This is an optimization exercise on Yosys and OpenROAD, whose aim is small area, not a production implementation.
Only simulation tests tie the RTL to the original design; equivalence was not proved.
The clock port is modelled as an ideal driver; clocking choices that lean on that would not hold on a real chip.
Power figures rest on the tool's default switching activity, not on a simulated workload.

===== flow/flow/run.sh =====
#!/bin/bash
# Layout flow: the standard synthesis, then the combinational logic
# between the registers and full adders is remapped for area (registers,
# their names and cell types are kept), then the standard layout with
# small port buffers and a clock tree of small buffers.
# Each tool writes its full output to a log file of its own here.
set -euo pipefail
HERE=$(pwd)
FL=$HERE/flow
R=$HERE/orfs/results/sky130hd/dot_entry_top/base
LIB=$FLOW_HOME/platforms/sky130hd/lib/sky130_fd_sc_hd__tt_025C_1v80.lib
ABC_SCRIPT=${ABC_SCRIPT:-"strash;&get -n;&deepsyn -T 60 -S SEED;&put;dch -f;amap"}
SEEDS=${SEEDS:-"0 1 2"}

# 1. standard synthesis
bash standard.sh synth > synth.log 2>&1
cp $R/1_2_yosys.v $HERE/std_synth.v

# 2. remap the combinational logic
KEEP="sky130_fd_sc_hd__df* sky130_fd_sc_hd__edf* sky130_fd_sc_hd__fa_* sky130_fd_sc_hd__conb_1"
cat > resyn_a.ys <<EOS
read_liberty -ignore_miss_func $LIB
read_verilog $HERE/std_synth.v
hierarchy -top $FLOW_TOP
setattr -mod -set keep_hierarchy 1 $KEEP
flatten
opt_clean -purge
write_json $HERE/flat.json
EOS
yosys -s resyn_a.ys > resyn_a.log 2>&1
# full adders to flip (inputs and outputs inverted) so no inverter sits between two adders
python3 $FL/faflip.py flat.json $FLOW_TOP flip0.txt flip1.txt 2> faflip.log
# several abc runs (both flip sets, a few random seeds for deepsyn); the
# smallest netlist is kept
for k in 0 1; do
SEL=""
for c in $(cat flip$k.txt); do SEL="$SEL $FLOW_TOP/$c"; done
for seed in $SEEDS; do
t=${k}_$seed
echo "$ABC_SCRIPT" | sed "s/SEED/$seed/" | tr ';' '\n' > resyn_$t.abc
cat > resyn_b$t.ys <<EOS
read_liberty -ignore_miss_func $LIB
read_verilog $HERE/std_synth.v
hierarchy -top $FLOW_TOP
setattr -mod -set keep_hierarchy 1 $KEEP
flatten
# internal wire names go, so the ports keep their drivers without aliases
rename -hide w:* i:* o:* %u %d
opt_clean -purge
$( [ -n "$SEL" ] && echo "techmap -map $FL/faflip.v $SEL" )
chtype -map \$__FAFLIP sky130_fd_sc_hd__fa_1
techmap
opt_expr
opt_clean -purge
abc -liberty $LIB -script $HERE/resyn_$t.abc $(cat $FL/dontuse.txt) $FLOW_TOP
opt_clean -purge
# the cell types abc used lost their modules in flatten: read them back as black boxes
read_liberty -lib -overwrite $LIB
setundef -zero
hilomap -singleton -hicell sky130_fd_sc_hd__conb_1 HI -locell sky130_fd_sc_hd__conb_1 LO
splitnets
opt_clean -purge
insbuf -buf sky130_fd_sc_hd__buf_4 A X
select $FLOW_TOP
tee -o $HERE/resyn_stat$t.txt stat -liberty $LIB
check -assert
write_verilog -noattr -nohex -nodec -selected $HERE/resyn$t.v
EOS
yosys -s resyn_b$t.ys > resyn_b$t.log 2>&1 &
done
done
wait
best=""; besta=""
for f in resyn_stat*.txt; do
  t=${f#resyn_stat}; t=${t%.txt}
  [ -f resyn$t.v ] || continue
  a=$(grep -m1 "Chip area for module" $f | awk '{print $NF}')
  echo "remapped area $t: $a" >> resyn_choice.log
  if [ -z "$best" ] || python3 -c "import sys; sys.exit(0 if $a < $besta else 1)"; then best=$t; besta=$a; fi
done
echo "keeping $best" >> resyn_choice.log
cp resyn$best.v $R/1_2_yosys.v
rm -f $R/1_synth.odb $R/1_synth.sdc

# 3. standard layout
bash standard.sh \
  BUFFER_PORTS_ARGS="-buffer_cell sky130_fd_sc_hd__buf_1" \
  CTS_ARGS="-sink_clustering_enable -repair_clock_nets -dont_use_dummy_load -buf_list sky130_fd_sc_hd__clkbuf_4" \
  POST_CTS_TCL=$FL/post_cts.tcl \
  finish > layout.log 2>&1

===== flow/flow/dontuse.txt =====
-dont_use sky130_fd_sc_hd__lpflow_bleeder_1 -dont_use sky130_fd_sc_hd__lpflow_clkbufkapwr_1 -dont_use sky130_fd_sc_hd__lpflow_clkbufkapwr_16 -dont_use sky130_fd_sc_hd__lpflow_clkbufkapwr_2 -dont_use sky130_fd_sc_hd__lpflow_clkbufkapwr_4 -dont_use sky130_fd_sc_hd__lpflow_clkbufkapwr_8 -dont_use sky130_fd_sc_hd__lpflow_clkinvkapwr_1 -dont_use sky130_fd_sc_hd__lpflow_clkinvkapwr_16 -dont_use sky130_fd_sc_hd__lpflow_clkinvkapwr_2 -dont_use sky130_fd_sc_hd__lpflow_clkinvkapwr_4 -dont_use sky130_fd_sc_hd__lpflow_clkinvkapwr_8 -dont_use sky130_fd_sc_hd__lpflow_decapkapwr_12 -dont_use sky130_fd_sc_hd__lpflow_decapkapwr_3 -dont_use sky130_fd_sc_hd__lpflow_decapkapwr_4 -dont_use sky130_fd_sc_hd__lpflow_decapkapwr_6 -dont_use sky130_fd_sc_hd__lpflow_decapkapwr_8 -dont_use sky130_fd_sc_hd__lpflow_inputiso0n_1 -dont_use sky130_fd_sc_hd__lpflow_inputiso0p_1 -dont_use sky130_fd_sc_hd__lpflow_inputiso1n_1 -dont_use sky130_fd_sc_hd__lpflow_inputiso1p_1 -dont_use sky130_fd_sc_hd__lpflow_inputisolatch_1 -dont_use sky130_fd_sc_hd__lpflow_isobufsrc_1 -dont_use sky130_fd_sc_hd__lpflow_isobufsrc_16 -dont_use sky130_fd_sc_hd__lpflow_isobufsrc_2 -dont_use sky130_fd_sc_hd__lpflow_isobufsrc_4 -dont_use sky130_fd_sc_hd__lpflow_isobufsrc_8 -dont_use sky130_fd_sc_hd__lpflow_isobufsrckapwr_16 -dont_use sky130_fd_sc_hd__lpflow_lsbuf_lh_hl_isowell_tap_1 -dont_use sky130_fd_sc_hd__lpflow_lsbuf_lh_hl_isowell_tap_2 -dont_use sky130_fd_sc_hd__lpflow_lsbuf_lh_hl_isowell_tap_4 -dont_use sky130_fd_sc_hd__lpflow_lsbuf_lh_isowell_4 -dont_use sky130_fd_sc_hd__lpflow_lsbuf_lh_isowell_tap_1 -dont_use sky130_fd_sc_hd__lpflow_lsbuf_lh_isowell_tap_2 -dont_use sky130_fd_sc_hd__lpflow_lsbuf_lh_isowell_tap_4 -dont_use sky130_fd_sc_hd__probe_p_8 -dont_use sky130_fd_sc_hd__probec_p_8 

===== flow/flow/faflip.py =====
#!/usr/bin/env python3
"""Choose which full-adder cells to flip (all inputs and outputs inverted,
which leaves the function unchanged) so that fewest inverters sit between
adders. Reads a yosys JSON netlist of the flattened design, writes two lists
of cells to flip (a set and its complement).
Usage: faflip.py flat.json TOP out1 out2"""
import json, sys
d = json.load(open(sys.argv[1]))
mod = d["modules"][sys.argv[2] if len(sys.argv) > 2 else "dot_entry_top"]
cells = mod['cells']
fa = {n: c for n, c in cells.items() if c['type'] == 'sky130_fd_sc_hd__fa_1'}
nots = {}   # output bit -> input bit
for n, c in cells.items():
    if c['type'] == '$_NOT_':
        nots[c['connections']['Y'][0]] = c['connections']['A'][0]
drv = {}    # bit -> (fa name)
for n, c in fa.items():
    for p in ('COUT', 'SUM'):
        drv[c['connections'][p][0]] = n
# edges: (fa_src, fa_dst, parity)
edges = []
for n, c in fa.items():
    for p in ('A', 'B', 'CIN'):
        b = c['connections'][p][0]
        par = 0
        while b in nots:
            b = nots[b]; par ^= 1
        if b in drv:
            edges.append((drv[b], n, par))
flip = {n: 0 for n in fa}
def cost():
    return sum((par ^ flip[s] ^ flip[t]) for s, t, par in edges)
best = cost()
print('edges', len(edges), 'inverted before', best, file=sys.stderr)
improved = True
while improved:
    improved = False
    for n in fa:
        flip[n] ^= 1
        c = cost()
        if c < best:
            best = c; improved = True
        else:
            flip[n] ^= 1
print('inverted after', best, 'flipped', sum(flip.values()), file=sys.stderr)
# the flip set and its complement both leave no inverter between adders;
# write both, the flow keeps whichever maps smaller
open(sys.argv[3], 'w').write(' '.join(n for n in fa if flip[n]) + '\n')
open(sys.argv[4], 'w').write(' '.join(n for n in fa if not flip[n]) + '\n')

===== flow/flow/faflip.v =====
module \sky130_fd_sc_hd__fa_1 (A, B, CIN, COUT, SUM);
	input A, B, CIN;
	output COUT, SUM;
	wire cn, sn;
	\$__FAFLIP _TECHMAP_REPLACE_ (.A(~A), .B(~B), .CIN(~CIN), .COUT(cn), .SUM(sn));
	assign COUT = ~cn;
	assign SUM = ~sn;
endmodule

===== flow/flow/post_cts.tcl =====
set n_up 0
foreach inst [get_cells clkbuf_*] {
  if { [get_property $inst ref_name] != "sky130_fd_sc_hd__clkbuf_4" } { continue }
  set out [get_pins -of_objects $inst -filter "direction == output"]
  set net [get_nets -of_objects $out]
  set loads [llength [get_pins -of_objects $net -filter "direction == input"]]
  if { $loads >= 11 } {
    replace_cell $inst sky130_fd_sc_hd__clkbuf_8
    incr n_up
  }
}
puts "post_cts.tcl: upsized $n_up clock buffers"
detailed_placement
check_placement -verbose

===== flow/standard.sh =====
#!/bin/bash
# synth_recipe.tcl (not shown) runs the flow's synth.tcl, then flattens the netlist and writes it again
# the make line also repeats each setting of config.mk as NAME=value (left out here)
make -C /OpenROAD-flow-scripts/flow DESIGN_CONFIG=/design/flow/config.mk WORK_HOME=/design/flow/orfs CLKGATE_MAP_FILE= SYNTH_SCRIPT=/design/flow/synth_recipe.tcl "${@:-finish}"

===== flow/config.mk =====
export PLATFORM = sky130hd
export DESIGN_NAME = dot_entry_top
export DESIGN_NICKNAME = dot_entry_top
export VERILOG_FILES = /design/flow/design.v
export SDC_FILE = /design/flow/constraint.sdc
export NUM_CORES = 4
export LEC_CHECK = 0
export CAP_MARGIN = 20
export CORE_MARGIN = 2
export CORE_UTILIZATION = 65
export SLEW_MARGIN = 20

===== flow/constraint.sdc =====
create_clock -name core_clock -period 10.0 [get_ports {clk2}]
set_input_delay 2.0000 -clock core_clock [delete_from_list [all_inputs] [get_ports {clk2}]]
set_output_delay 2.0000 -clock core_clock [all_outputs]
set_load 0.01 [all_outputs]

===== flow/design.v =====
`default_nettype none
package dot_entry_pkg;
	typedef enum logic [2:0] {
		PH_START,
		PH_LOAD_A,
		PH_WAIT_B,
		PH_LOAD_B,
		PH_WAIT_MAC,
		PH_MAC,
		PH_DONE
	} phase_e;
	typedef logic [16-1:0]        word_t;
	typedef logic [4-1:0]         nibble_t;
	typedef logic [$clog2(8)-1:0] elem_idx_t;
	typedef logic [8-1:0]         seg_t;       
endpackage
`default_nettype wire
`timescale 1ns/10ps
`default_nettype none
module hex_display (
	input  dot_entry_pkg::word_t disp_word,
	output dot_entry_pkg::seg_t  seg0,
	output dot_entry_pkg::seg_t  seg1,
	output dot_entry_pkg::seg_t  seg2,
	output dot_entry_pkg::seg_t  seg3
);
	function automatic dot_entry_pkg::seg_t seg_of(dot_entry_pkg::nibble_t nib);
		case (nib)
			4'h0: seg_of = 8'hC0;
			4'h1: seg_of = 8'hF9;
			4'h2: seg_of = 8'hA4;
			4'h3: seg_of = 8'hB0;
			4'h4: seg_of = 8'h99;
			4'h5: seg_of = 8'h92;
			4'h6: seg_of = 8'h82;
			4'h7: seg_of = 8'hF8;
			4'h8: seg_of = 8'h80;
			4'h9: seg_of = 8'h98;
			4'hA: seg_of = 8'h88;
			4'hB: seg_of = 8'h83;
			4'hC: seg_of = 8'hC6;
			4'hD: seg_of = 8'hA1;
			4'hE: seg_of = 8'h86;
			4'hF: seg_of = 8'h8E;
			default: seg_of = 8'hC0;
		endcase
	endfunction
	assign seg0 = seg_of(disp_word[3:0]);       
	assign seg1 = seg_of(disp_word[7:4]);
	assign seg2 = seg_of(disp_word[11:8]);
	assign seg3 = seg_of(disp_word[15:12]);
endmodule
`default_nettype wire
`timescale 1ns/10ps
`default_nettype none
module dot_entry_top (
	input  logic        clk2,
	input  logic        rst,
	input  logic        next_trigger,
	input  logic        key_valid,
	input  logic [3:0]  key_nibble,
	output logic [3:0]  phase_code,
	output logic [7:0]  tracker,
	output logic [7:0]  seg0,
	output logic [7:0]  seg1,
	output logic [7:0]  seg2,
	output logic [7:0]  seg3,
	output logic [15:0] dot_result
);
	logic [1:0]  phase;
	logic [5:0]  cnt;
	logic [15:0] wr;
	logic [15:0] acc;
	logic [15:0] vec [7];
	logic ph_start, ph_a, ph_b, ph_done;
	logic loading, waiting, keyload, advance;
	logic hide;               
	logic [1:0]  nib;
	logic [3:0]  shown;        
	logic [15:0] wr_nxt;
	logic [15:0] mcand;
	logic [15:0] prod;
	logic [15:0] disp;
	assign ph_start = (phase == 2'd0);
	assign ph_a     = (phase == 2'd1);
	assign ph_b     = (phase == 2'd2);
	assign ph_done  = (phase == 2'd3);
	assign nib      = cnt[1:0];
	assign loading = (ph_a & ~cnt[5]) | (ph_b & cnt[5]);
	assign waiting = (ph_a & cnt[5]) | (ph_b & ~cnt[5]);
	assign keyload = loading & key_valid;
	assign advance = next_trigger & (ph_start | waiting);
	assign hide    = loading & (cnt[4:0] == 5'd0);
	always_comb begin
		for (int j = 0; j < 4; j++)
			shown[j] = ~hide & ((nib == 2'd0) | (j[1:0] < nib));
	end
	always_comb begin
		for (int j = 0; j < 4; j++) begin
			if (j[1:0] == nib)
				wr_nxt[j*4 +: 4] = key_nibble;
			else if (j[1:0] < nib)
				wr_nxt[j*4 +: 4] = wr[j*4 +: 4];
			else if (nib == 2'd0)
				wr_nxt[j*4 +: 4] = vec[0][j*4-4 +: 4];
			else
				wr_nxt[j*4 +: 4] = wr[j*4-4 +: 4];
		end
	end
	always_comb begin
		for (int j = 0; j < 4; j++) begin
			if (nib == 2'd0)
				mcand[j*4 +: 4] = vec[0][j*4 +: 4];
			else if (j[1:0] >= nib)
				mcand[j*4 +: 4] = wr[j*4 +: 4];
			else
				mcand[j*4 +: 4] = 4'h0;
		end
	end
	logic       mac_en;
	logic       p;
	logic       one0, two0, neg0, one1, two1, neg1;
	logic [15:0] r0, r1;
	assign mac_en = keyload & ph_b;
	assign p      = ((nib == 2'd1) & wr[3]) | ((nib == 2'd2) & wr[7]) | ((nib == 2'd3) & wr[11]);
	assign one0 = mac_en & (key_nibble[0] ^ p);
	assign two0 = mac_en & ((key_nibble[1] & ~key_nibble[0] & ~p) | (~key_nibble[1] & key_nibble[0] & p));
	assign neg0 = mac_en & key_nibble[1] & ~(key_nibble[0] & p);
	assign one1 = mac_en & (key_nibble[2] ^ key_nibble[1]);
	assign two1 = mac_en & ((key_nibble[3] & ~key_nibble[2] & ~key_nibble[1]) | (~key_nibble[3] & key_nibble[2] & key_nibble[1]));
	assign neg1 = mac_en & key_nibble[3] & ~(key_nibble[2] & key_nibble[1]);
	assign r0 = ((mcand & {16{one0}}) | ({mcand[14:0], 1'b0} & {16{two0}})) ^ {16{neg0}};
	assign r1 = ((mcand & {16{one1}}) | ({mcand[14:0], 1'b0} & {16{two1}})) ^ {16{neg1}};
	logic [15:0] sum;
	logic s0, s1, s2, s3, s4, s5, s6, s7, s8, s9, s10, s11, s12, s13, s14, s15, s16, s17, s18, s19, s20, s21, s22, s23, s24, s25, s26, s27, s28, s29, c0, c1, c2, c3, c4, c5, c6, c7, c8, c9, c10, c11, c12, c13, c14, c15, c16, c17, c18, c19, c20, c21, c22, c23, c24, c25, c26, c27, c28, c29;
	assign s0 = acc[0] ^ neg0 ^ r0[0];
	assign c0 = (acc[0] & neg0) | (r0[0] & (acc[0] ^ neg0));
	assign s1 = acc[1] ^ r0[1] ^ c0;
	assign c1 = (acc[1] & r0[1]) | (c0 & (acc[1] ^ r0[1]));
	assign s2 = acc[2] ^ neg1 ^ r0[2];
	assign c2 = (acc[2] & neg1) | (r0[2] & (acc[2] ^ neg1));
	assign s3 = r1[0] ^ s2 ^ c1;
	assign c3 = (r1[0] & s2) | (c1 & (r1[0] ^ s2));
	assign s4 = acc[3] ^ r0[3] ^ r1[1];
	assign c4 = (acc[3] & r0[3]) | (r1[1] & (acc[3] ^ r0[3]));
	assign s5 = c2 ^ s4 ^ c3;
	assign c5 = (c2 & s4) | (c3 & (c2 ^ s4));
	assign s6 = acc[4] ^ r0[4] ^ r1[2];
	assign c6 = (acc[4] & r0[4]) | (r1[2] & (acc[4] ^ r0[4]));
	assign s7 = c4 ^ s6 ^ c5;
	assign c7 = (c4 & s6) | (c5 & (c4 ^ s6));
	assign s8 = acc[5] ^ r0[5] ^ r1[3];
	assign c8 = (acc[5] & r0[5]) | (r1[3] & (acc[5] ^ r0[5]));
	assign s9 = c6 ^ s8 ^ c7;
	assign c9 = (c6 & s8) | (c7 & (c6 ^ s8));
	assign s10 = acc[6] ^ r0[6] ^ r1[4];
	assign c10 = (acc[6] & r0[6]) | (r1[4] & (acc[6] ^ r0[6]));
	assign s11 = c8 ^ s10 ^ c9;
	assign c11 = (c8 & s10) | (c9 & (c8 ^ s10));
	assign s12 = acc[7] ^ r0[7] ^ r1[5];
	assign c12 = (acc[7] & r0[7]) | (r1[5] & (acc[7] ^ r0[7]));
	assign s13 = c10 ^ s12 ^ c11;
	assign c13 = (c10 & s12) | (c11 & (c10 ^ s12));
	assign s14 = acc[8] ^ r0[8] ^ r1[6];
	assign c14 = (acc[8] & r0[8]) | (r1[6] & (acc[8] ^ r0[8]));
	assign s15 = c12 ^ s14 ^ c13;
	assign c15 = (c12 & s14) | (c13 & (c12 ^ s14));
	assign s16 = acc[9] ^ r0[9] ^ r1[7];
	assign c16 = (acc[9] & r0[9]) | (r1[7] & (acc[9] ^ r0[9]));
	assign s17 = c14 ^ s16 ^ c15;
	assign c17 = (c14 & s16) | (c15 & (c14 ^ s16));
	assign s18 = acc[10] ^ r0[10] ^ r1[8];
	assign c18 = (acc[10] & r0[10]) | (r1[8] & (acc[10] ^ r0[10]));
	assign s19 = c16 ^ s18 ^ c17;
	assign c19 = (c16 & s18) | (c17 & (c16 ^ s18));
	assign s20 = acc[11] ^ r0[11] ^ r1[9];
	assign c20 = (acc[11] & r0[11]) | (r1[9] & (acc[11] ^ r0[11]));
	assign s21 = c18 ^ s20 ^ c19;
	assign c21 = (c18 & s20) | (c19 & (c18 ^ s20));
	assign s22 = acc[12] ^ r0[12] ^ r1[10];
	assign c22 = (acc[12] & r0[12]) | (r1[10] & (acc[12] ^ r0[12]));
	assign s23 = c20 ^ s22 ^ c21;
	assign c23 = (c20 & s22) | (c21 & (c20 ^ s22));
	assign s24 = acc[13] ^ r0[13] ^ r1[11];
	assign c24 = (acc[13] & r0[13]) | (r1[11] & (acc[13] ^ r0[13]));
	assign s25 = c22 ^ s24 ^ c23;
	assign c25 = (c22 & s24) | (c23 & (c22 ^ s24));
	assign s26 = acc[14] ^ r0[14] ^ r1[12];
	assign c26 = (acc[14] & r0[14]) | (r1[12] & (acc[14] ^ r0[14]));
	assign s27 = c24 ^ s26 ^ c25;
	assign c27 = (c24 & s26) | (c25 & (c24 ^ s26));
	assign s28 = acc[15] ^ r0[15] ^ r1[13];
	assign s29 = c26 ^ s28 ^ c27;
	assign sum[0] = s0;
	assign sum[1] = s1;
	assign sum[2] = s3;
	assign sum[3] = s5;
	assign sum[4] = s7;
	assign sum[5] = s9;
	assign sum[6] = s11;
	assign sum[7] = s13;
	assign sum[8] = s15;
	assign sum[9] = s17;
	assign sum[10] = s19;
	assign sum[11] = s21;
	assign sum[12] = s23;
	assign sum[13] = s25;
	assign sum[14] = s27;
	assign sum[15] = s29;
	assign prod = sum;
	always_ff @(posedge clk2 or posedge rst) begin
		if (rst) begin
			phase <= 2'd0;
			cnt   <= '0;
			wr    <= 16'h172E;
			acc   <= '0;
		end else begin
			if (advance)
				phase <= phase + 2'd1;
			if (keyload)
				cnt <= cnt + 6'd1;
			if (keyload)
				wr <= wr_nxt;
			else if (advance & ph_b)
				wr <= acc;
			acc <= prod;
		end
	end
	always_ff @(posedge clk2) begin
		if (keyload & (nib == 2'd0)) begin
			for (int i = 0; i < 6; i++)
				vec[i] <= vec[i+1];
			vec[6] <= wr;
		end
	end
	always_comb begin
		for (int j = 0; j < 4; j++)
			disp[j*4 +: 4] = shown[j] ? wr[j*4 +: 4] : 4'h0;
	end
	assign phase_code = {ph_done, ph_b, ph_a, ph_start};
	assign tracker    = loading ? ~(8'h01 << cnt[4:2]) : 8'hFF;
	assign dot_result = wr;
	hex_display disp_i (
		.disp_word (disp),
		.seg0      (seg0),
		.seg1      (seg1),
		.seg2      (seg2),
		.seg3      (seg3)
	);
endmodule
`default_nettype wire

==> key figures, run 1 <==
Power
  – PD cells: 290.6 mW/mm^2
  – Leak Pwr: 0.002495 uW
  – VDD IR max: 0.2032 mV
  – Final Power: 2175 uW

Setup path
  – Slowest CP cell: fa_1
  – Kind of critical path: input pin to flip-flop
  – CP peak stage delay: 0.48 ns
  – Worst Path Max Fanout: 8
  – CP endpoint kind: flip-flop
  – CP startpoint kind: input pin
  – Worst EP arrival: 9.65 ns
  – Crit-path most repeated cell: fa_1
  – WP data required: 10.35 ns
  – Buf/Inv on CP: 4
  – Family with the most delay on the worst path: adder cells

Global route
  – First-pass GRT wire length: 24.09 mm
  – Largest net degree at the start of global routing: 61
  – Total GRT Usage: 28.51%
  – Initial antenna violation count: 0
  – Overflow after GRT: 0
  – Vias in the first global route: 4783

Routing
  – Detailed-route via count: 4971
  – Final wirelength: 15.17 mm
  – # DRC: 0
  – First drt pass iteration count: 6
  – DR vias/cell: 6.473
  – DRT antenna net count: 0
  – Initial drt markers: 466
  – Avg WL per Cell: 19.75 um

STA
  – Skew final: 0.03247 ns
  – Final-report hold violation count: 0
  – RSZ-0062 raised after global routing: no
  – Final Setup Violations: 0
  – Slew @ Worst Pin: 0.9302 ns
  – Crit path time final: 9.300 ns
  – Max-slew violation count: 0
  – Final period util: 93.00%
  – Max Freq: 107.5 MHz
  – Slew HR: 37.76%
  – Setup TNS: 0 ns

Layout
  – Area Overhead vs Synth: 9.417%
  – Final nets: 669
  – Final std cells w/o fill: 768
  – Ant. Diodes: 0
  – Layout cell share with drive strength beyond 1: 5.854%

Clock tree
  – CTS tree: yes
  – Worst-path clk slew: 0.11 ns
  – Clk sink count: 152
  – Worst-Skew Late Latency: 0.42 ns

Synthesis
  – Mapped cell area: 0.006843 sq mm
  – Mapped Cells: 541
  – Syn avg cell area: 12.65 sq um
  – Yosys warnings: 5

Floorplan
  – Die height: 106.6 um
  – Chip Width: 106.6 um
  – Core box area: 0.01028 sq mm
  – I/O pin total: 68
  – Site Rows: 37
  – Initial Util: 66.58%
  – Die area: 0.01136 sq mm

Run status
  – Outcome: no timing/DRC/antenna violations

Job
  – Maxcap violations: 0

Place
  – Gpl congestion: 0.9678
  – DP Wirelength: 10.73 mm
  – IO buf count: 63
  – Dpl cells: 751

Worst hold path
  – Worst hold path class: flip-flop to flip-flop
## cell type report
class | instances | area, sq um
Sequential cell | 152 | 4374
Fill cell | 720 | 2790
Multi-Input combinational cell | 324 | 2221
Timing Repair Buffer | 74 | 319.1
Inverter | 65 | 244.0
Tap cell | 136 | 170.2
Clock buffer | 17 | 158.9
## layout by cell type, fill, tap and decap left out, drive strengths merged, types with 11 or more instances in the layout
cell	count
o221ai	27
o22ai	39
clkbuf	17
edfxtp	112
dfrtp	32
a21oi	20
a22oi	12
fa	27
nor2	70
nor3	11
clkinv	65
buf	74
nand2	30
o21ai	32
## stage by stage
step / cell area, sq um / setup slack [ns] / hold slack, ns / util [%]
floorplan: 6854 / 0.7982 / 0.4003 / -
global placement: 7328 / 0.6153 / 0.4009 / 71.31
detailed placement: 7328 / 0.2938 / 0.4045 / 71.31
global route: 7487 / 0.4009 / 0.4024 / 72.85
finish: 7487 / 0.6997 / 0.3952 / 72.85
## where the power goes
group	switching (uW)	internal (uW)	total, uW	leakage (uW)
clock network	178	100	278	0.0000912
registers	129	782	911	0.00145
logic	612	374	986	0.000955
total	919	1260	2180	0.00250
## metal layers
layer	up-vias	GRT usage [%]	wire [um]
li1	2239	-	-
met1	2402	40.24	6258
met2	293	42.40	7155
met3	37	8.693	1379
met4	0	11.04	371
met5	-	0	0
## sequential cells by signal (all words and copies together) (netlist names)
name	flops
vec	112
wr	16
cnt	6
phase	2
acc	16
## worst reg2reg max path, delay by kind of cell, from the launching register on
family                   cells  cell delay, ns
adder cells (fa/ha/maj)     14            5.69
AO/OA/AOI/OAI                5            1.34
flip-flops                   1            0.51
AND/OR/NAND/NOR              6            0.81
buffers and inverters        3            0.38
## final timing paths
check                                    start                   to  slack, ns  depth (start not counted)
setup / recovery                 key_nibble[1]    acc[15]$_DFF_PP0_       0.70                         26
hold / removal             vec[1][8]$_DFFE_PP_  vec[0][8]$_DFFE_PP_       0.40                          0
setup reg to reg            cnt[1]$_DFFE_PP0N_    acc[15]$_DFF_PP0_       1.22                         28
hold reg to reg            vec[1][8]$_DFFE_PP_  vec[0][8]$_DFFE_PP_       0.40                          0
max in group asynchronous                  rst     acc[9]$_DFF_PP0_       7.94                          3
min in group asynchronous                  rst     acc[6]$_DFF_PP0_       1.67                          3
==> run 2, diff against run 1 <==
--- a/flow/design.v
+++ b/flow/design.v
@@ -222,6 +222,4 @@
 			if (keyload)
 				wr <= wr_nxt;
-			else if (advance & ph_b)
-				wr <= acc;
 			acc <= prod;
 		end
@@ -236,9 +234,9 @@
 	always_comb begin
 		for (int j = 0; j < 4; j++)
-			disp[j*4 +: 4] = shown[j] ? wr[j*4 +: 4] : 4'h0;
+			disp[j*4 +: 4] = ph_done ? acc[j*4 +: 4] : shown[j] ? wr[j*4 +: 4] : 4'h0;
 	end
 	assign phase_code = {ph_done, ph_b, ph_a, ph_start};
 	assign tracker    = loading ? ~(8'h01 << cnt[4:2]) : 8'hFF;
-	assign dot_result = wr;
+	assign dot_result = acc;
 	hex_display disp_i (
 		.disp_word (disp),
==> key figures, run 2 <==
Setup path
  – Worst setup path startpoint: key_nibble[1]
  – CP startpoint kind: input pin
  – R2R cell count: 26
  – Reg-to-reg slack, setup: 1.22 ns
  – Kind of critical path: input pin to flip-flop
  – FF-to-FF End: acc[15]$_DFF_PP0_
  – Worst EP arrival: 9.64 ns
  – WP data required: 10.35 ns
  – Worst Path Max Fanout: 13
  – CP endpoint kind: flip-flop
  – Reg2reg start: cnt[0]$_DFFE_PP0N_

Synthesis
  – Syn avg cell area: 12.77 sq um
  – Mapped cell area: 0.006756 sq mm
  – Yosys warnings: 5
  – Mapped Cells: 529

Layout
  – Commonest non-fill, non-tap cells in the layout: edfxtp_1, nor2_1, buf_1
  – Final nets: 657
  – Top flop regs: vec x112, acc x16, wr x16
  – Reg with most FFs: vec
  – Max reg flops: 112
  – Fill cells: 684
  – Final std cells w/o fill: 756
  – Layout cell share with drive strength beyond 1: 5.968%
  – Area Overhead vs Synth: 9.630%
  – Most common cell after layout, fill and taps aside: edfxtp_1
  – Ant. Diodes: 0

Global route
  – Overflow after GRT: 0
  – Vias in the first global route: 4552
  – Largest net degree at the start of global routing: 65
  – Initial antenna violation count: 0
  – Total GRT Usage: 29.00%
  – First-pass GRT wire length: 23.85 mm

Floorplan
  – Die area: 0.01123 sq mm
  – Site Rows: 37
  – Initial Util: 66.34%
  – Die height: 106.0 um
  – Core box area: 0.01018 sq mm
  – Chip Width: 106.0 um
  – I/O pin total: 68

STA
  – Max-slew violation count: 0
  – Slew HR: 45.02%
  – Setup TNS: 0 ns
  – RSZ-0062 raised after global routing: no
  – Slew @ Worst Pin: 0.8216 ns
  – Crit path time final: 9.286 ns
  – Final period util: 92.86%
  – Max Freq: 107.7 MHz
  – Final Setup Violations: 0
  – Final-report hold violation count: 0
  – Skew final: 0.03572 ns

Routing
  – Final wirelength: 15.24 mm
  – # DRC: 0
  – DR vias/cell: 6.339
  – Avg WL per Cell: 20.16 um
  – DRT antenna net count: 0
  – First drt pass iteration count: 5
  – Initial drt markers: 402
  – Detailed-route via count: 4792

Power
  – Net Sw Frac: 44.45%
  – VDD IR max: 0.2541 mV
  – Clock power frac: 11.2%
  – Leak Pwr: 0.002518 uW
  – Sequential power share: 37.5%
  – Combinational power share: 51.3%
  – PD cells: 338.2 mW/mm^2
  – Internal power: 1391 uW
  – Switching Power: 1113 uW

Place
  – IO buf count: 63
  – Gpl congestion: 0.8928
  – Dpl cells: 739
  – DP Wirelength: 10.90 mm

Worst hold path
  – Hold path endpoint: vec[3][6]$_DFFE_PP_
  – Hold path cells: 0
  – Worst hold path class: flip-flop to flip-flop
  – Hold Crit Start: vec[4][6]$_DFFE_PP_

Run status
  – Outcome: no timing/DRC/antenna violations

Clock tree
  – Worst-Skew Late Latency: 0.45 ns
  – Worst-path clk slew: 0.09 ns
  – Clk sink count: 152
  – CTS tree: yes

Job
  – Maxcap violations: 0
-- run 2: worst max path at each step --
stage / to / slack (ns)
final: acc[15]$_DFF_PP0_ / 0.71
after global routing: acc[15]$_DFF_PP0_ / 0.31
after detailed placement: acc[15]$_DFF_PP0_ / 0.31
after global placement: acc[15]$_DFF_PP0_ / 0.48
after floorplan: acc[15]$_DFF_PP0_ / 0.80
-- run 2: metrics by stage --
stage / hold slack [ns] / util [%] / area [sq um] / setup WS (ns) / total power, uW
floorplan: 0.4003 / - / 6768 / 0.7963 / 1793
global placement: 0.4003 / 71.11 / 7242 / 0.4811 / 2114
detailed placement: 0.4045 / 71.11 / 7242 / 0.3149 / 2224
global route: 0.3922 / 72.73 / 7407 / 0.3096 / 2694
finish: 0.3974 / 72.73 / 7407 / 0.7144 / 2505
-- run 2: power groups by stage --
stage | clock (uW) | combinational [uW] | sequential [uW]
finish | 282 | 1280 | 939
global route | 308 | 1430 | 954
detailed placement | 0 | 1270 | 949
global placement | 0 | 1170 | 945
floorplan | 0 | 875 | 918
-- run 2: metal layers --
metal	track usage (%)	part of all wire (%)	vias up
li1	-	-	2167
met1	38.57	40	2305
met2	46.82	49	269
met3	8.093	8.4	51
met4	9.962	2.5	0
met5	0	0	-
-- run 2: cell type report --
class	instances	area [sq um]	share of cell area (%)
inverter	52	195.2	2.635
multi-input combinational	325	2183	29.48
clock buffer	17	165.2	2.230
sequential	152	4374	59.05
tap	136	170.2	2.297
timing repair buffer	74	319.1	4.307
-- run 2: worst max-delay path, stage by stage --
cell and delay (ns):
buf_1 0.30, clkinv_1 0.30, o21ai_0 0.35, or3_1 0.44
o221ai_1 0.24, fa_1 0.49, fa_1 0.44, fa_1 0.41
fa_1 0.45, fa_1 0.44, fa_1 0.39, fa_1 0.40
fa_1 0.41, fa_1 0.39, fa_1 0.38, fa_1 0.39
fa_1 0.40, fa_1 0.41, a21oi_1 0.19, nor2_1 0.06
a21oi_1 0.15, nor2_1 0.06, a21oi_1 0.14
==> run 3, diff against run 2 <==
--- a/flow/flow/run.sh
+++ b/flow/flow/run.sh
@@ -1,7 +1,8 @@
 #!/bin/bash
 # Layout flow: the standard synthesis, then the combinational logic
-# between the registers and full adders is remapped for area (registers,
-# their names and cell types are kept), then the standard layout with
-# small port buffers and a clock tree of small buffers.
+# between the registers and full adders is remapped for area with abc
+# (registers, their names and cell types are kept; the smallest of a few
+# runs is used), then the standard layout with small port buffers and a
+# clock tree of small buffers (see post_cts.tcl).
 # Each tool writes its full output to a log file of its own here.
 set -euo pipefail
@@ -11,5 +12,6 @@
 LIB=$FLOW_HOME/platforms/sky130hd/lib/sky130_fd_sc_hd__tt_025C_1v80.lib
 ABC_SCRIPT=${ABC_SCRIPT:-"strash;&get -n;&deepsyn -T 60 -S SEED;&put;dch -f;amap"}
-SEEDS=${SEEDS:-"0 1 2"}
+SEEDS0=${SEEDS0:-"0 1 2 3 4"}   # deepsyn seeds for flip set 0
+SEEDS1=${SEEDS1:-"0"}           # and for flip set 1
 
 # 1. standard synthesis
@@ -36,4 +38,5 @@
 SEL=""
 for c in $(cat flip$k.txt); do SEL="$SEL $FLOW_TOP/$c"; done
+if [ $k = 0 ]; then SEEDS=$SEEDS0; else SEEDS=$SEEDS1; fi
 for seed in $SEEDS; do
 t=${k}_$seed
==> flow/flow/post_cts.tcl (replaced) <==
set_propagated_clock [all_clocks]
estimate_parasitics -placement
set n_up 0
foreach inst [get_cells clkbuf_*] {
  if { [get_property $inst ref_name] != "sky130_fd_sc_hd__clkbuf_4" } { continue }
  set out [get_pins -of_objects $inst -filter "direction == output"]
  set net [get_nets -of_objects $out]
  set worst 0.0
  set flops 0
  foreach pin [get_pins -of_objects $net -filter "direction == input"] {
    if { [get_property $pin name] != "CLK" } { continue }
    incr flops
    set s [get_property $pin slew_max]
    if { $s > $worst } { set worst $s }
  }
  if { $flops > 0 && $worst > 0.110 } {
    puts "post_cts.tcl: [get_property $inst name] drives $flops clock pins, slew $worst ns: upsized"
    replace_cell $inst sky130_fd_sc_hd__clkbuf_8
    incr n_up
  }
}
puts "post_cts.tcl: upsized $n_up clock buffers"
detailed_placement
check_placement -verbose
estimate_parasitics -placement
==> key figures, run 3 <==
Run status
  – Outcome: no timing/DRC/antenna violations

Power
  – Net Sw Frac: 44.64%
  – PD cells: 336.9 mW/mm^2
  – Internal power: 1378 uW
  – Switching Power: 1111 uW
  – Leak Pwr: 0.002511 uW
  – Clock power frac: 10.7%
  – Combinational power share: 51.6%
  – Sequential power share: 37.7%
  – VDD IR max: 0.2531 mV

Routing
  – Final wirelength: 15.14 mm
  – # DRC: 0
  – First drt pass iteration count: 7
  – DRT antenna net count: 0
  – Detailed-route via count: 4746
  – DR vias/cell: 6.278
  – Initial drt markers: 440
  – Avg WL per Cell: 20.03 um

STA
  – Max Freq: 109.1 MHz
  – Setup TNS: 0 ns
  – Slew HR: 44.46%
  – Final period util: 91.67%
  – RSZ-0062 raised after global routing: no
  – Max-slew violation count: 0
  – Slew @ Worst Pin: 0.8300 ns
  – Final-report hold violation count: 0
  – Fin worst setup slack: 0.8329 ns
  – Final Setup Violations: 0
  – Crit path time final: 9.167 ns
  – Skew final: 0.03226 ns

Synthesis
  – Yosys warnings: 5
  – Mapped cell area: 0.006756 sq mm
  – Syn avg cell area: 12.77 sq um
  – Mapped Cells: 529

Layout
  – Area Overhead vs Synth: 9.352%
  – Max reg flops: 112
  – Top flop regs: vec x112, acc x16, wr x16
  – Layout cell share with drive strength beyond 1: 5.968%
  – Final nets: 657
  – Commonest non-fill, non-tap cells in the layout: edfxtp_1, nor2_1, buf_1
  – Most common cell after layout, fill and taps aside: edfxtp_1
  – Reg with most FFs: vec
  – Final std cells w/o fill: 756
  – Ant. Diodes: 0

Clock tree
  – Clk sink count: 152
  – Worst-path clk slew: 0.10 ns
  – CTS tree: yes
  – Worst-Skew Late Latency: 0.56 ns

Setup path
  – CP endpoint kind: flip-flop
  – Worst Path Max Fanout: 13
  – WP data required: 10.47 ns
  – Slowest CP cell: fa_1
  – Crit-path most repeated cell: fa_1
  – CP startpoint kind: input pin
  – Worst EP arrival: 9.64 ns
  – Family with the most delay on the worst path: adder cells
  – Kind of critical path: input pin to flip-flop
  – Buf/Inv on CP: 2
  – Crit-path cells: buf_1, clkinv_1, o21ai_0, or3_1, o221ai_1, fa_1, fa_1, fa_1, fa_1, fa_1, fa_1, fa_1, fa_1, fa_1, fa_1, fa_1, fa_1, fa_1, a21oi_1, nor2_1, a21oi_1, nor2_1, a21oi_1
  – CP peak stage delay: 0.49 ns

Floorplan
  – Site Rows: 37
  – Die area: 0.01123 sq mm
  – I/O pin total: 68
  – Chip Width: 106.0 um
  – Initial Util: 66.34%
  – Die height: 106.0 um
  – Core box area: 0.01018 sq mm

Place
  – DP Wirelength: 10.90 mm
  – Dpl cells: 739
  – IO buf count: 63
  – Pre-CTS setup slack: 0.3149 ns
  – Gpl congestion: 0.8928

Global route
  – Largest net degree at the start of global routing: 65
  – Total GRT Usage: 29.13%
  – Vias in the first global route: 4574
  – Initial antenna violation count: 0
  – First-pass GRT wire length: 23.95 mm
  – Overflow after GRT: 0

Worst hold path
  – Worst hold path class: flip-flop to flip-flop

Job
  – Maxcap violations: 0
run 3: stage by stage:
stage               hold slack (ns)  total power (uW)  area (sq um)  util, %
floorplan                    0.4003              1793          6768        -
global route                 0.3975              2680          7388    72.54
global placement             0.4003              2114          7242    71.11
finish                       0.3950              2489          7388    72.54
detailed placement           0.4045              2224          7242    71.11
run 3: per-layer routing:
layer,part of all wire [%],track usage (%),up-vias,wire [um]
met5,0,0,-,0
met1,41,38.40,2300,6219
met4,2.4,11.28,0,362
met3,7.3,8.461,36,1110
met2,49,46.54,247,7450
li1,-,-,2163,-
run 3: cell type report:
cell class | instances | area [sq um]
repair buffers | 74 | 319.1
flip-flops and latches | 152 | 4374
well taps | 136 | 170.2
clock buffers | 17 | 146.4
multi-input cells | 325 | 2183
fillers | 686 | 2796
inverters | 52 | 195.2
run 3: worst register-to-register path, delay by kind of cell (launching register included):
| family | cells | cell delay [ns] |
|---|---|---|
| adder cells (fa/ha/maj) | 14 | 5.78 |
| AO/OA/AOI/OAI | 5 | 1.27 |
| AND/OR/NAND/NOR | 6 | 0.99 |
| flip-flops | 1 | 0.42 |
| buffers and inverters | 2 | 0.26 |
run 3: final timing paths:
check                                    startpoint             endpoint  slack, ns  depth (start not counted)
worst max-delay path                  key_nibble[1]    acc[15]$_DFF_PP0_       0.83                         23
worst min-delay path            vec[4][3]$_DFFE_PP_  vec[3][3]$_DFFE_PP_       0.39                          0
worst max register to register   cnt[0]$_DFFE_PP0N_    acc[15]$_DFF_PP0_       1.23                         27
worst min register to register  vec[4][3]$_DFFE_PP_  vec[3][3]$_DFFE_PP_       0.39                          0
max in group asynchronous                       rst     acc[8]$_DFF_PP0_       8.06                          3
min in group asynchronous                       rst    wr[6]$_DFFE_PP0P_       1.54                          3
run 3: power groups by stage:
stage               Combinational [uW]  Clock (uW)  Sequential, uW
finish                            1290         265             938
global route                      1430         294             954
detailed placement                1270           0             949
global placement                  1170           0             945
floorplan                          875           0             918
==> run 4, diff against run 3 <==
--- a/flow/config.mk
+++ b/flow/config.mk
@@ -9,3 +9,4 @@
 export CORE_MARGIN = 2
 export CORE_UTILIZATION = 65
+export GPL_TIMING_DRIVEN = 0
 export SLEW_MARGIN = 20
==> key figures, run 4 <==
Layout
  – Final nets: 655
  – Commonest non-fill, non-tap cells in the layout: edfxtp_1, nor2_1, buf_1
  – Area Overhead vs Synth: 10.41%
  – Layout cell share with drive strength beyond 1: 6.311%
  – Reg with most FFs: vec
  – Top flop regs: vec x112, acc x16, wr x16
  – Fill cells: 696
  – Area occupied by multi-input gates: 0.002195 sq mm
  – Max reg flops: 112
  – Reg area: 0.004374 sq mm
  – Most common cell after layout, fill and taps aside: edfxtp_1
  – Post-Route Utilization: 73.24%

STA
  – Slew HR: 27.14%
  – Slew @ Worst Pin: 1.089 ns
  – Max-slew violation count: 0
  – Final-report hold violation count: 0
  – Crit path time final: 9.694 ns
  – RSZ-0062 raised after global routing: no
  – Final period util: 96.94%
  – Final Setup Violations: 0
  – Max Freq: 103.2 MHz
  – Skew final: 0.03912 ns

Worst hold path
  – Hold path cells: 0
  – Worst hold path class: flip-flop to flip-flop
  – Hold Crit Start: vec[3][2]$_DFFE_PP_
  – Hold path endpoint: vec[2][2]$_DFFE_PP_

Setup path
  – Worst EP arrival: 10.18 ns
  – Kind of critical path: input pin to flip-flop
  – Reg2reg start: cnt[0]$_DFFE_PP0N_
  – R2R cell count: 26
  – WP data required: 10.48 ns
  – FF-to-FF End: acc[15]$_DFF_PP0_
  – CP endpoint kind: flip-flop
  – CP startpoint kind: input pin
  – Reg-to-reg slack, setup: 0.93 ns
  – Worst Path Max Fanout: 14

Power
  – Leak Pwr: 0.002523 uW
  – Final Power: 2412 uW
  – PD cells: 323.4 mW/mm^2
  – VDD IR max: 0.2392 mV

Routing
  – # DRC: 0
  – Avg WL per Cell: 18.35 um
  – Detailed-route via count: 4649
  – Initial drt markers: 526
  – First drt pass iteration count: 8
  – Final wirelength: 13.86 mm
  – DRT antenna net count: 0
  – DR vias/cell: 6.158

Synthesis
  – Yosys warnings: 5
  – Mapped cell area: 0.006756 sq mm
  – Syn avg cell area: 12.77 sq um
  – Mapped Cells: 529

Job
  – Maxcap violations: 0

Global route
  – Vias in the first global route: 4347
  – Largest net degree at the start of global routing: 41
  – First-pass GRT wire length: 22.20 mm
  – Total GRT Usage: 26.64%
  – Overflow after GRT: 0
  – Initial antenna violation count: 1

Floorplan
  – Die area: 0.01123 sq mm
  – Core box area: 0.01018 sq mm
  – Site Rows: 37
  – Initial Util: 66.34%
  – Die height: 106.0 um
  – Chip Width: 106.0 um
  – I/O pin total: 68

Clock tree
  – Clk sink count: 152
  – CTS tree: yes
  – Worst-path clk slew: 0.10 ns
  – Worst-Skew Late Latency: 0.56 ns

Place
  – Gpl congestion: 0.8989
  – IO buf count: 63
  – DP Wirelength: 9.700 mm

Run status
  – Outcome: no timing/DRC/antenna violations
[run 4: worst max path at each step]
stage	endpoint	startpoint	cells after the start	slack (ns)
after floorplan	acc[15]$_DFF_PP0_	key_nibble[0]	24	0.80
after global placement	wr[7]$_DFFE_PP0P_	key_valid	7	-1.58
after detailed placement	acc[15]$_DFF_PP0_	key_nibble[0]	25	-0.16
after global routing	acc[15]$_DFF_PP0_	key_nibble[0]	25	0.01
final	acc[15]$_DFF_PP0_	key_nibble[0]	25	0.31
[run 4: cell type report]
cell class / instances / share of cell area [%]
Timing Repair Buffer: 69 / 4.646
Antenna cell: 1 / 0.03355
Tap cell: 136 / 2.281
Multi-Input combinational cell: 325 / 29.42
Buffer: 3 / 0.3019
Inverter: 52 / 2.633
Clock buffer: 17 / 2.046
Sequential cell: 152 / 58.64
[run 4: through the flow]
step                instances  area, sq um  TNS (ns)  setup slack [ns]  hold slack, ns
floorplan                 532         6768         0            0.7963          0.4003
global placement          731         7174    -35.59            -1.581          0.4013
detailed placement        737         7305   -0.1579           -0.1579          0.4045
global route              755         7460         0           0.01110          0.3852
finish                    755         7460         0            0.3063          0.3834
[run 4: per-layer routing]
| metal | share of wire (%) | routed length, um | track usage [%] |
|---|---|---|---|
| met5 | 0 | 0 | 0 |
| met4 | 1.5 | 209 | 9.117 |
| met3 | 8.2 | 1136 | 7.664 |
| met2 | 48 | 6623 | 40.83 |
| met1 | 42 | 5888 | 37.46 |
[run 4: power by group]
group          switching (uW)  total (uW)  internal [uW]
clock network             176         270           94.1
registers                 109         925            816
logic                     766        1220            452
total                    1050        2410           1360
[run 4: worst max-delay path: stages]
cell and delay (ns):
buf_1 0.20, clkinv_1 0.24, nor2_1 0.24, or3_1 0.15, or2_0 0.69, o221ai_1 0.32, fa_1 0.52, fa_1 0.42
fa_1 0.43, fa_1 0.42, fa_1 0.41, fa_1 0.40, fa_1 0.40, fa_1 0.39, fa_1 0.40, fa_1 0.39
fa_1 0.38, fa_1 0.38, fa_1 0.38, fa_1 0.39, a21oi_1 0.21, nor2_1 0.06, a21oi_1 0.15, nor2_1 0.07
a21oi_1 0.13
==> run 5, diff against run 4 <==
--- a/flow/design.v
+++ b/flow/design.v
@@ -212,5 +212,4 @@
 		if (rst) begin
 			phase <= 2'd0;
-			cnt   <= '0;
 			wr    <= 16'h172E;
 			acc   <= '0;
@@ -219,9 +218,13 @@
 				phase <= phase + 2'd1;
 			if (keyload)
-				cnt <= cnt + 6'd1;
-			if (keyload)
 				wr <= wr_nxt;
 			acc <= prod;
 		end
+	end
+	always_ff @(posedge clk2) begin
+		if (ph_start)
+			cnt <= '0;
+		else if (keyload)
+			cnt <= cnt + 6'd1;
 	end
 	always_ff @(posedge clk2) begin
--- a/flow/config.mk
+++ b/flow/config.mk
@@ -9,4 +9,3 @@
 export CORE_MARGIN = 2
 export CORE_UTILIZATION = 65
-export GPL_TIMING_DRIVEN = 0
 export SLEW_MARGIN = 20
==> key figures, run 5 <==
Layout
  – Layout cell share with drive strength beyond 1: 5.954%
  – Area Overhead vs Synth: 9.691%
  – Reg with most FFs: vec
  – Max reg flops: 112
  – Ant. Diodes: 0
  – Final nets: 692
  – Top flop regs: vec x112, acc x16, wr x16
  – Commonest non-fill, non-tap cells in the layout: edfxtp_1, nor2_1, o22ai_1
  – Fin area: 0.007463 sq mm
  – Final std cells w/o fill: 791
  – Most common cell after layout, fill and taps aside: edfxtp_1

Routing
  – DR vias/cell: 6.386
  – Initial drt markers: 561
  – DRT antenna net count: 0
  – Avg WL per Cell: 20.60 um
  – First drt pass iteration count: 5
  – Detailed-route via count: 5051
  – # DRC: 0
  – Final wirelength: 16.30 mm

Floorplan
  – Die area: 0.01130 sq mm
  – Core box area: 0.01023 sq mm
  – Chip Width: 106.3 um
  – Site Rows: 37
  – I/O pin total: 68
  – Initial Util: 66.50%
  – Die height: 106.3 um

STA
  – Max-slew violation count: 0
  – RSZ-0062 raised after global routing: no
  – Crit path time final: 8.911 ns
  – WHS: 0.3897 ns
  – Setup TNS: 0 ns
  – Final period util: 89.11%
  – Slew @ Worst Pin: 0.8848 ns
  – Final-report hold violation count: 0
  – Skew final: 0.04495 ns
  – Slew HR: 41.02%
  – Final Setup Violations: 0
  – Max Freq: 112.2 MHz

Global route
  – Top Usage Layer GRT: met2
  – Met2 Use GR: 46.93%
  – Grt met3 use: 7.480%
  – First-pass GRT wire length: 25.61 mm
  – Overflow after GRT: 0
  – Largest net degree at the start of global routing: 74
  – Met1 track demand over resource: 43.23%
  – Initial antenna violation count: 0
  – Total GRT Usage: 30.91%
  – Vias in the first global route: 4816

Place
  – Placed cell areas: 0.007305 sq mm
  – Gpl congestion: 0.9981
  – Dpl cells: 774
  – DP Wirelength: 11.44 mm
  – IO buf count: 63

Setup path
  – Worst Path Max Fanout: 7
  – CP startpoint kind: input pin
  – FF-to-FF End: acc[15]$_DFF_PP0_
  – WP data required: 10.49 ns
  – Worst setup path end: acc[15]$_DFF_PP0_
  – R2R cell count: 25
  – Crit-path cells: buf_1, clkinv_1, or2_0, nand3_1, o22ai_1, fa_1, fa_1, fa_1, fa_1, fa_1, fa_1, fa_1, fa_1, fa_1, fa_1, fa_1, fa_1, fa_1, fa_1, a21oi_1, nor2_1, a21oi_1, nor2_1, a21oi_1
  – CP endpoint kind: flip-flop
  – Worst EP arrival: 9.40 ns
  – Reg2reg start: cnt[0]$_SDFFE_PP0N_
  – Kind of critical path: input pin to flip-flop
  – CP peak stage delay: 0.46 ns
  – Crit-path most repeated cell: fa_1
  – Reg-to-reg slack, setup: 1.53 ns
  – Slowest CP cell: fa_1
  – Worst setup path startpoint: key_nibble[0]

Power
  – Sequential power share: 67.3%
  – Combinational power share: 4.3%
  – VDD IR max: 0.1188 mV
  – Clock power frac: 28.4%
  – Net Sw Frac: 22.14%
  – Internal power: 786.8 uW
  – Leak Pwr: 0.002677 uW
  – Switching Power: 223.8 uW
  – PD cells: 135.4 mW/mm^2

Clock tree
  – Worst-path clk slew: 0.12 ns
  – CTS tree: yes
  – Worst-Skew Late Latency: 0.58 ns
  – Clk sink count: 152

Synthesis
  – Mapped cell area: 0.006804 sq mm
  – Mapped Cells: 562
  – Syn avg cell area: 12.11 sq um
  – Yosys warnings: 5

Worst hold path
  – Worst hold path class: flip-flop to flip-flop

Job
  – Maxcap violations: 0

Run status
  – Outcome: no timing/DRC/antenna violations
==> run 5: how the worst min path moves through the flow <==
| stage | startpoint | end | cells after the start |
|---|---|---|---|
| 5_1_grt | vec[2][4]$_DFFE_PP_ | vec[1][4]$_DFFE_PP_ | 0 |
| 2_1_floorplan | vec[1][0]$_DFFE_PP_ | vec[0][0]$_DFFE_PP_ | 0 |
| 6_report | vec[2][3]$_DFFE_PP_ | vec[1][3]$_DFFE_PP_ | 0 |
| 3_3_place_gp | vec[6][7]$_DFFE_PP_ | vec[5][7]$_DFFE_PP_ | 0 |
| 3_5_place_dp | vec[4][14]$_DFFE_PP_ | vec[3][14]$_DFFE_PP_ | 0 |
==> run 5: power groups by stage <==
stage,Sequential [uW],Clock (uW),Combinational [uW]
2_1_floorplan,692,0,27.9
3_3_place_gp,694,0,41.8
6_report,680,287,43.7
5_1_grt,681,308,47.5
3_5_place_dp,694,0,42.5
==> run 5: routing by layer <==
layer / wire [um] / share of wire, % / vias up
met5: 0 / 0 / -
met4: 524 / 3.2 / 0
met3: 1507 / 9.2 / 47
met2: 7874 / 48 / 357
met1: 6391 / 39 / 2376
li1: - / - / 2271
==> run 5: cell type report <==
type	instances	area (sq um)
clock buffers	17	158.9
repair buffers	76	334.1
multi-input cells	349	2227
flip-flops and latches	152	4344
fillers	686	2768
inverters	61	229.0
well taps	136	170.2
==> run 5: critical path: cells and delay by family <==
kind                       cells  cell delay [ns]
and+or+nand+nor                4             0.56
AOI/OAI and AO/OA              4             0.58
buffers and inverters          2             0.49
adders and majority gates     14             5.77
==> run 5: metrics by stage <==
stage | total power (uW) | setup WS (ns) | utilization [%]
floorplan | 719.7 | 1.130 | -
global placement | 735.5 | 0.7373 | 71.40
detailed placement | 736.5 | 0.5791 | 71.40
global route | 1036 | 0.7619 | 72.95
finish | 1011 | 1.089 | 72.95
==> run 6, diff against run 5 <==
--- a/flow/design.v
+++ b/flow/design.v
@@ -212,13 +212,14 @@
 		if (rst) begin
 			phase <= 2'd0;
-			wr    <= 16'h172E;
 			acc   <= '0;
 		end else begin
 			if (advance)
 				phase <= phase + 2'd1;
-			if (keyload)
-				wr <= wr_nxt;
 			acc <= prod;
 		end
+	end
+	always_ff @(posedge clk2) begin
+		if (keyload)
+			wr <= wr_nxt;
 	end
 	always_ff @(posedge clk2) begin
@@ -237,5 +238,5 @@
 	always_comb begin
 		for (int j = 0; j < 4; j++)
-			disp[j*4 +: 4] = ph_done ? acc[j*4 +: 4] : shown[j] ? wr[j*4 +: 4] : 4'h0;
+			disp[j*4 +: 4] = ph_done ? acc[j*4 +: 4] : ph_start ? 4'(16'h172E >> (j*4)) : shown[j] ? wr[j*4 +: 4] : 4'h0;
 	end
 	assign phase_code = {ph_done, ph_b, ph_a, ph_start};
--- a/flow/flow/post_cts.tcl
+++ b/flow/flow/post_cts.tcl
@@ -14,5 +14,5 @@
     if { $s > $worst } { set worst $s }
   }
-  if { $flops > 0 && $worst > 0.110 } {
+  if { $flops > 0 && $worst > 0.100 } {
     puts "post_cts.tcl: [get_property $inst name] drives $flops clock pins, slew $worst ns: upsized"
     replace_cell $inst sky130_fd_sc_hd__clkbuf_8
==> key figures, run 6 <==
Run status
  – Outcome: no timing/DRC/antenna violations

Layout
  – Ant. Diodes: 0
  – Top flop regs: vec x112, acc x16, wr x16
  – Final nets: 651
  – Reg with most FFs: vec
  – Most common cell after layout, fill and taps aside: edfxtp_1
  – Final std cells w/o fill: 750
  – Fill cells: 646
  – Area Overhead vs Synth: 10.19%
  – Post-Route Utilization: 72.97%
  – Commonest non-fill, non-tap cells in the layout: edfxtp_1, clkinv_1, nor2_1
  – Layout cell share with drive strength beyond 1: 5.049%
  – Area occupied by multi-input gates: 0.002106 sq mm
  – Max reg flops: 112
  – Reg area: 0.004414 sq mm

STA
  – RSZ-0062 raised after global routing: no
  – Max-slew violation count: 0
  – Crit path time final: 9.340 ns
  – Slew HR: 38.98%
  – Final Setup Violations: 0
  – Setup TNS: 0 ns
  – WHS: 0.4048 ns
  – Slew @ Worst Pin: 0.9153 ns
  – Final-report hold violation count: 0
  – Max Freq: 107.1 MHz
  – Final period util: 93.40%
  – Skew final: 0.03214 ns

Floorplan
  – Site Rows: 37
  – Die area: 0.01126 sq mm
  – Chip Width: 106.1 um
  – Initial Util: 66.22%
  – Die height: 106.1 um
  – Core box area: 0.01023 sq mm
  – I/O pin total: 68

Place
  – DP Wirelength: 11.86 mm
  – Dpl cells: 732
  – Gpl congestion: 0.9597
  – IO buf count: 63

Setup path
  – FF-to-FF End: acc[15]$_DFF_PP0_
  – Kind of critical path: input pin to flip-flop
  – Worst Path Max Fanout: 4
  – CP endpoint kind: flip-flop
  – CP startpoint kind: input pin
  – CP peak stage delay: 0.51 ns
  – Buf/Inv on CP: 3
  – Crit-path most repeated cell: fa_1
  – Reg2reg start: cnt[1]$_SDFFE_PP0N_
  – Reg-to-reg slack, setup: 0.97 ns
  – R2R cell count: 26
  – WP data required: 10.46 ns
  – Worst EP arrival: 9.80 ns
  – Family with the most delay on the worst path: adder cells
  – Slowest CP cell: fa_1

Worst hold path
  – Hold path endpoint: vec[3][0]$_DFFE_PP_
  – Hold Crit Start: vec[4][0]$_DFFE_PP_
  – Worst hold path class: flip-flop to flip-flop
  – Hold path cells: 0

Synthesis
  – Syn avg cell area: 13.00 sq um
  – Yosys warnings: 5
  – Mapped Cells: 521
  – Mapped cell area: 0.006775 sq mm

Routing
  – # DRC: 0
  – Detailed-route via count: 4972
  – Avg WL per Cell: 22.04 um
  – DR vias/cell: 6.629
  – Final wirelength: 16.53 mm
  – DRT antenna net count: 0
  – First drt pass iteration count: 6
  – Initial drt markers: 745

Clock tree
  – Worst-path clk slew: 0.09 ns
  – CTS tree: yes
  – Clk sink count: 152
  – Worst-Skew Late Latency: 0.58 ns

Power
  – Leak Pwr: 0.002429 uW
  – PD cells: 209.0 mW/mm^2
  – VDD IR max: 0.1247 mV

Global route
  – Total GRT Usage: 31.61%
  – Vias in the first global route: 4736
  – Initial antenna violation count: 0
  – Largest net degree at the start of global routing: 77
  – First-pass GRT wire length: 25.85 mm
  – Overflow after GRT: 0

Job
  – Maxcap violations: 0
-- run 6: layout make-up --
type	instances	share of cell area, %
tap	136	2.279
multi-input combinational	302	28.21
clock buffer	17	2.380
inverter	67	3.369
sequential	152	59.13
timing repair buffer	76	4.642
-- run 6: layer usage --
layer / GRT usage, % / wire length, um
met5: 0 / 0
met4: 15.51 / 681
met3: 6.254 / 1585
met2: 49.82 / 7935
met1: 42.81 / 6327
-- run 6: worst max path at each step --
stage                        from  cells after the start  slack, ns           endpoint
floorplan           key_nibble[0]                     25       0.67  acc[15]$_DFF_PP0_
global placement    key_nibble[0]                     26       0.27  acc[15]$_DFF_PP0_
detailed placement  key_nibble[0]                     26        0.1  acc[15]$_DFF_PP0_
global route        key_nibble[0]                     27       0.38  acc[15]$_DFF_PP0_
finish              key_nibble[0]                     26       0.66  acc[15]$_DFF_PP0_
-- run 6: power breakdown --
group / switching [uW] / internal (uW) / leakage [uW]
Clock: 188 / 111 / 0.0000989
Combinational: 320 / 179 / 0.000928
Sequential: 48.0 / 715 / 0.00140
Total: 556 / 1000 / 0.00243
-- run 6: through the flow --
stage | power [uW] | area [sq um] | setup slack (ns)
global route | 1641 | 7466 | 0.3818
floorplan | 1078 | 6787 | 0.6662
finish | 1560 | 7466 | 0.6598
global placement | 1215 | 7268 | 0.2744
detailed placement | 1256 | 7268 | 0.09622

separate check: timing with driven ports:
Ports are ideal in the flow. The routed layouts listed here were re-timed in OpenROAD.
Step 1: set_driving_cell puts a clkbuf_16 on clk2 and a buf_2 on each other input, an assumption about the parent block.
Step 2, shift: input delay + t, output delay - t, t = (earliest + latest rising clock arrival at the registers) / 2. This alone moves slack from input paths to output paths.
a / b / c = no drivers / after step 1 / after step 2; a / b = the first two.
| run | t, ns | setup WS [ns] | worst register clock-pin slew, ns | worst slew at a driven data input, ns |
|---|---|---|---|---|
| run 1 | 0.443 | 0.700 / 0.715 / 0.272 | 0.11 / 0.11 | 0.05 |
| run 2 | 0.465 | 0.714 / 0.718 / 0.253 | 0.10 / 0.10 | 0.04 |
| run 3 | 0.579 | 0.833 / 0.835 / 0.257 | 0.10 / 0.10 | 0.04 |
| run 4 | 0.580 | 0.306 / 0.317 / -0.263 | 0.11 / 0.11 | 0.04 |
| run 5 | 0.595 | 1.089 / 1.087 / 0.493 | 0.12 / 0.12 | 0.04 |
| run 6 | 0.596 | 0.660 / 0.667 / 0.071 | 0.10 / 0.10 | 0.04 |
Met with ideal ports but missed after step 2: setup timing in run 4. The setup slack of run 5, which loses most, moves by -0.002 ns with the drivers and by -0.596 ns with both steps.
